What follows belongs to an exercise in optimizing a design on an open flow for small area, a short achievable clock period and few clock cycles per item; a production flow would make more cautious choices.
Only simulation tests tie the RTL to the original design; equivalence was not proved.

## fft_dit_top
module fft_dit_top (
   input  logic        clk,
   input  logic        rst_n,
   input  logic [15:0] in_x,
   input  logic        in_nd,
   output logic [15:0] out_x,
   output logic        out_nd,
   output logic        overflow
);
Size in the first run: about 790 flip-flops, ~43000 um2 of cells after synthesis.
clock: 9.0 ns
lec_check: 0
abc_clock_period_in_ps: 3500
cap_margin: 20
core_margin: 2
core_utilization: 40
setup_slack_margin: 5
slew_margin: 20
standard.sh (not shown) runs the stock make flow with config.mk's settings and CLKGATE_MAP_FILE= SYNTH_SCRIPT=/design/flow/synth_recipe.tcl, a recipe that flattens the netlist after the stock synthesis.
==> flow/flow/run.sh <==
#!/bin/bash
set -euo pipefail
bash standard.sh SETUP_SLACK_MARGIN=5.8 finish > standard_flow.log 2>&1
The first run went through all stages and came out clean.
Testbench counts at the start, summed over its fixed seeds: cycles 7,040, frames 384.
Then changed:
==> flow/run.sh (new file) <==
#!/bin/bash
# synth_recipe.tcl (not shown) runs the flow's synth.tcl, then flattens the netlist and writes it again
# the make line also repeats each setting of config.mk as NAME=value (left out here)
make -C /OpenROAD-flow-scripts/flow DESIGN_CONFIG=/design/flow/config.mk WORK_HOME=/design/flow/orfs CLKGATE_MAP_FILE= SYNTH_SCRIPT=/design/flow/synth_recipe.tcl finish
removed: flow/flow/run.sh
removed: flow/standard.sh
Global-route usage decreases by 1.3 points.
Via count decreases by a few percent.
Clock-buffer cell count increases by 16.
Utilization decreases by 3.9 points.

---

run C:
Another version of the RTL of fft_dit_top (not shown whole).
For scale: ~770 flip-flops, ~42000 um2 of cells after synthesis.
==> flow/config.mk <==
export PLATFORM = sky130hd
export DESIGN_NAME = fft_dit_top
export DESIGN_NICKNAME = fft_dit_top
export VERILOG_FILES = /design/flow/design.v
export SDC_FILE = /design/flow/constraint.sdc
export NUM_CORES = 4
export LEC_CHECK = 0
export ABC_CLOCK_PERIOD_IN_PS = 3500
export CAP_MARGIN = 20
export CORE_MARGIN = 2
export CORE_UTILIZATION = 40
export CTS_BUF_LIST = sky130_fd_sc_hd__clkbuf_4
export CTS_CLUSTER_SIZE = 12
export SETUP_SLACK_MARGIN = 5
export SLEW_MARGIN = 20
==> flow/constraint.sdc <==
create_clock -name core_clock -period 9.0 [get_ports {clk}]
set_input_delay 1.8000 -clock core_clock [delete_from_list [all_inputs] [get_ports {clk}]]
set_output_delay 1.8000 -clock core_clock [all_outputs]
set_load 0.01 [all_outputs]
==> flow/flow/run.sh <==
#!/bin/bash
set -euo pipefail
bash standard.sh SETUP_SLACK_MARGIN=5.5 finish > standard_flow.log 2>&1
Per the final summary, run C finished and its layout is clean on timing, DRC and antenna.
Testbench counts of run C, summed over its fixed seeds: cycles 6,848, frames 384.
For run B, these inputs were changed with respect to run C:
==> flow/flow/run.sh <==
#!/bin/bash
set -euo pipefail
bash standard.sh SETUP_SLACK_MARGIN=5.6 finish > standard_flow.log 2>&1
==> comparison <==
- No stage failed in run B, and the final checks on the layout all came back clean.
- Summary: with run C as the reference, total of clock buffers placed in the layout in run B moved down slightly.
- Summary of run B over run C: share of cell area taken by flip-flops and latches -0.39 points; design area +about 1%.
- Compared run C against run B; maximum frequency within noise.
- Taking run C as the reference, in run B number of signal-net buffers in the layout has increased; HPWL after detailed placement climbed about 0.9%.
- [compare] base=run C new=run B: final cell count essentially unchanged; post-detailed-route via-to-cell ratio rose about 0.43%.

---

Another version of the RTL of fft_dit_top (not shown whole).
Size: roughly 4200 cells after synthesis, about 730 flip-flops, ~37 I/O pins.
export LEC_CHECK = 0
export ABC_AREA = 1
export ABC_CLOCK_PERIOD_IN_PS = 3500
export CAP_MARGIN = 20
export CORE_MARGIN = 2
export CORE_UTILIZATION = 40
export SETUP_SLACK_MARGIN = 5
export SLEW_MARGIN = 20
create_clock -name core_clock -period 9.0 [get_ports {clk}]
run.sh (not shown) runs the stock make flow with config.mk's settings and CLKGATE_MAP_FILE= SYNTH_SCRIPT=/design/flow/synth_recipe.tcl, a recipe that flattens the netlist after the stock synthesis.
Stock flow here: none of the scripts above is used.
The first run finished with timing, DRC and antenna clean.
Testbench counts at the start, summed over its fixed seeds: cycles 7,040, frames 384.
Next try:
- ABC_AREA: 1 -> not set
Result: The changed run ran to the end with no violations. Design area is lower by 4.0%.

---

== run 1 ==
fft_dit_top, a different RTL version from the one above (not shown whole).
Size: roughly 3400 cells after synthesis, about 770 flip-flops, roughly 37 I/O pins, about 42000 µm² of cells after synthesis.
Design fft_dit_top, start of the top module:
module fft_dit_top (
   input  logic        clk,
   input  logic        rst_n,
   input  logic [15:0] in_x,
   input  logic        in_nd,
   output logic [15:0] out_x,
   output logic        out_nd,
   output logic        overflow
);
==> flow/config.mk <==
export PLATFORM = sky130hd
export DESIGN_NAME = fft_dit_top
export DESIGN_NICKNAME = fft_dit_top
export VERILOG_FILES = /design/flow/design.v
export SDC_FILE = /design/flow/constraint.sdc
export NUM_CORES = 4
export LEC_CHECK = 0
export ABC_CLOCK_PERIOD_IN_PS = 3500
export CAP_MARGIN = 20
export CORE_MARGIN = 2
export CORE_UTILIZATION = 40
export CTS_BUF_LIST = sky130_fd_sc_hd__clkbuf_4
export CTS_CLUSTER_SIZE = 12
export SETUP_SLACK_MARGIN = 5
export SLEW_MARGIN = 20
export TNS_END_PERCENT = 20
==> flow/constraint.sdc <==
create_clock -name core_clock -period 9.0 [get_ports {clk}]
set_input_delay 1.8000 -clock core_clock [delete_from_list [all_inputs] [get_ports {clk}]]
set_output_delay 1.8000 -clock core_clock [all_outputs]
set_load 0.01 [all_outputs]
standard.sh (not shown) runs the stock make flow with config.mk's settings and CLKGATE_MAP_FILE= SYNTH_SCRIPT=/design/flow/synth_recipe.tcl, a recipe that flattens the netlist after the stock synthesis.
==> flow/flow/run.sh <==
#!/bin/bash
set -euo pipefail
bash standard.sh SETUP_SLACK_MARGIN=5.4 finish > standard_flow.log 2>&1
Run 1: flow completed, timing, DRC and antenna clean
Testbench counts of run 1, summed over its fixed seeds: cycles 7,040, frames 384.
Setup changes, run 1 to run 2
==> flow/flow/run.sh <==
#!/bin/bash
set -euo pipefail
bash standard.sh SETUP_SLACK_MARGIN=5.5 finish > standard_flow.log 2>&1
-- flow/config.mk --
<<< run 1, line 13
export CTS_CLUSTER_SIZE = 12
>>> run 2, line 13
export CTS_CLUSTER_SIZE = 20
Notes after the runs:
- The final reports for run 2 and run 1 show fraction of the cycle the final worst path needs lower in the former.
- Path type of the worst setup path: register to register -> run 2, register to primary output -> run 1
- For run 1, the capture point of the critical path was out_x[9], unlike run 2, where it was da[1][7]$_DFFE_PP_.
- Run 1 -> run 2: number of global-route vias before repair flat
- The standard cell with the maximum stage delay on the critical path comes out sky130_fd_sc_hd__clkdlybuf4s50_1 in one run and sky130_fd_sc_hd__mux4_2 in the other, namely in run 1 and run 2 respectively.
- Re fraction of synthesized cell area in xor and xnor cells: no difference whatsoever between run 2 and run 1.
- Diff run 1 -> run 2: setup slack picked up an extra 0.14 ns, first-pass GRT wire length grew by 2400 µm.
- Going from run 1 to run 2, worst hold slack after final layout now larger; wire length reported by the detailed router now larger; final weighted congestion in routability-driven placement picked up an extra about 1.4%.
--- input diff run 2..run 3 ---
-- flow/config.mk --
<<< run 2, line 12
export CTS_BUF_LIST = sky130_fd_sc_hd__clkbuf_4
export CTS_CLUSTER_SIZE = 20
>>> run 3, line 12
### Flow results
- Delta (run 3 minus run 2): share of final layout cell area taken by clock buffers and inverters shows an increase of 0.40 points.
- Min worst-margin pin slew across run 2 and run 3: run 2
Setup changes, run 3 to run 4
-- flow/config.mk --
<<< run 3, line 11
export CORE_UTILIZATION = 40
>>> run 4, line 11
export CORE_UTILIZATION = 70
export PLACE_DENSITY = 0.8
<<< run 3, line 14
export TNS_END_PERCENT = 20
>>> run 4, line 15
Run 4 packs its core tighter than run 3.
Clock skew sits lower in run 4 than in run 3.
Between run 3 and run 4, the overall track demand over capacity in global routing is higher for run 4.
Sequential fraction of total cell area of run 4 is on par with run 3.
Lower period utilization goes to run 3 over run 4.
Looking at first-pass GRT wire length, run 4 sits 10% higher than run 3 does.
Run 4 vs run 3 — area share of buffers outside the clock network rose 0.76 points.
Design area essentially unchanged between run 3 and run 4.

---

== sierra ==
Starting RTL as in the previous note.
Settings: LEC_CHECK=0, ABC_CLOCK_PERIOD_IN_PS=3500, CAP_MARGIN=20, CORE_MARGIN=2, CORE_UTILIZATION=40, CTS_BUF_LIST=sky130_fd_sc_hd__clkbuf_4, CTS_CLUSTER_SIZE=12, SETUP_SLACK_MARGIN=5, SLEW_MARGIN=20, TNS_END_PERCENT=20; clock period 9.0 ns.
==> flow/flow/run.sh <==
#!/bin/bash
set -euo pipefail
bash standard.sh SETUP_SLACK_MARGIN=5.65 finish > standard_flow.log 2>&1
Testbench counts of sierra, summed over its fixed seeds: cycles 7,040, frames 384.
> inputs changed (sierra -> violet)
- CTS_CLUSTER_SIZE no longer set, was 12
- CTS_BUF_LIST no longer set, was sky130_fd_sc_hd__clkbuf_4
- TNS_END_PERCENT no longer set, was 20
==> flow/flow/run.sh <==
#!/bin/bash
set -euo pipefail
bash standard.sh SETUP_SLACK_MARGIN=5.5 finish > standard_flow.log 2>&1
[summary]
- Changes observed in violet relative to sierra: total CTS buffers shows a reduction of 116, maximum fanout along the worst path increased 2, register-to-register slack increased by 0.02 ns relative to the old numbers.
- Going from sierra to violet, number of buffers inserted by post-CTS setup repair shrank by more than 10%.
- The final reports for violet and sierra show hold slack higher in the former.
- Changes observed in violet relative to sierra: final setup slack of the worst path went up 0.025 ns.
Changes in quartz relative to violet:
- putting PLACE_DENSITY at 0.7 where nothing was set
- swapping 40 for 60 in CORE_UTILIZATION
==> notes.md <==
- Delta (quartz minus violet): final weighted congestion in routability-driven placement grew by about 1.7%.
- violet → quartz: sequential share of cell area lower; core utilization moved up; number of non-clock buffers in the layout rose 19%; sequential fraction of the synthesis area ~0 delta.
- Area of all placed cells without fillers was higher in quartz than in violet.

==> port drivers added, routing unchanged <==
No port has a modelled driver above. Below, the same layouts with a new extraction and two added sets of constraints. Step 1 (the two cells are an assumption about what drives the block):
set clk [get_ports {clk}]
set_driving_cell -lib_cell sky130_fd_sc_hd__clkbuf_16 $clk
set_driving_cell -lib_cell sky130_fd_sc_hd__buf_2 [delete_from_list [all_inputs] $clk]
Step 2 times the ports against the registers' clock, not the clock port: input delays grow and output delays shrink by t, the midpoint of the rising clock arrivals with the driver on. Slacks: ideal ports / drivers / drivers and shift; pairs: ideal ports / drivers.
run | t (ns) | setup slack, ns | hold WS [ns] | slew at the worst register clock pin (ns)
the first run of note 1 | 0.727 | 5.516 / 5.516 / 5.183 | 0.334 / 0.334 / 0.334 | 0.07 / 0.07
the second run of note 1 | 0.718 | 5.154 / 5.154 / 4.734 | 0.324 / 0.324 / 0.324 | 0.07 / 0.07
run C | 1.147 | 5.446 / 5.446 / 4.665 | 0.298 / 0.298 / 0.298 | 0.08 / 0.08
run B | 1.139 | 5.450 / 5.450 / 4.664 | 0.303 / 0.303 / 0.303 | 0.08 / 0.08
the first run of note 3 | 0.714 | 5.091 / 5.091 / 5.091 | 0.340 / 0.340 / 0.340 | 0.08 / 0.08
the second run of note 3 | 0.716 | 5.016 / 5.016 / 5.016 | 0.308 / 0.308 / 0.308 | 0.07 / 0.07
run 1 | 1.158 | 5.311 / 5.243 / 4.734 | 0.328 / 0.328 / 0.328 | 0.08 / 0.08
run 2 | 1.125 | 5.447 / 5.447 / 4.754 | 0.333 / 0.333 / 0.333 | 0.08 / 0.08
run 3 | 0.699 | 5.445 / 5.449 / 4.789 | 0.326 / 0.326 / 0.326 | 0.07 / 0.07
run 4 | 0.696 | 5.296 / 5.296 / 4.867 | 0.339 / 0.339 / 0.339 | 0.07 / 0.07
sierra | 1.079 | 5.429 / 5.429 / 4.777 | 0.314 / 0.314 / 0.314 | 0.08 / 0.08
violet | 0.705 | 5.454 / 5.454 / 4.944 | 0.334 / 0.334 / 0.334 | 0.07 / 0.07
quartz | 0.692 | 5.333 / 5.333 / 4.902 | 0.331 / 0.331 / 0.331 | 0.07 / 0.07
After both steps setup and hold are still met in every run listed. For run B, which loses most, drivers alone change the setup slack by 0.000 ns; drivers and shift together by -0.786 ns.
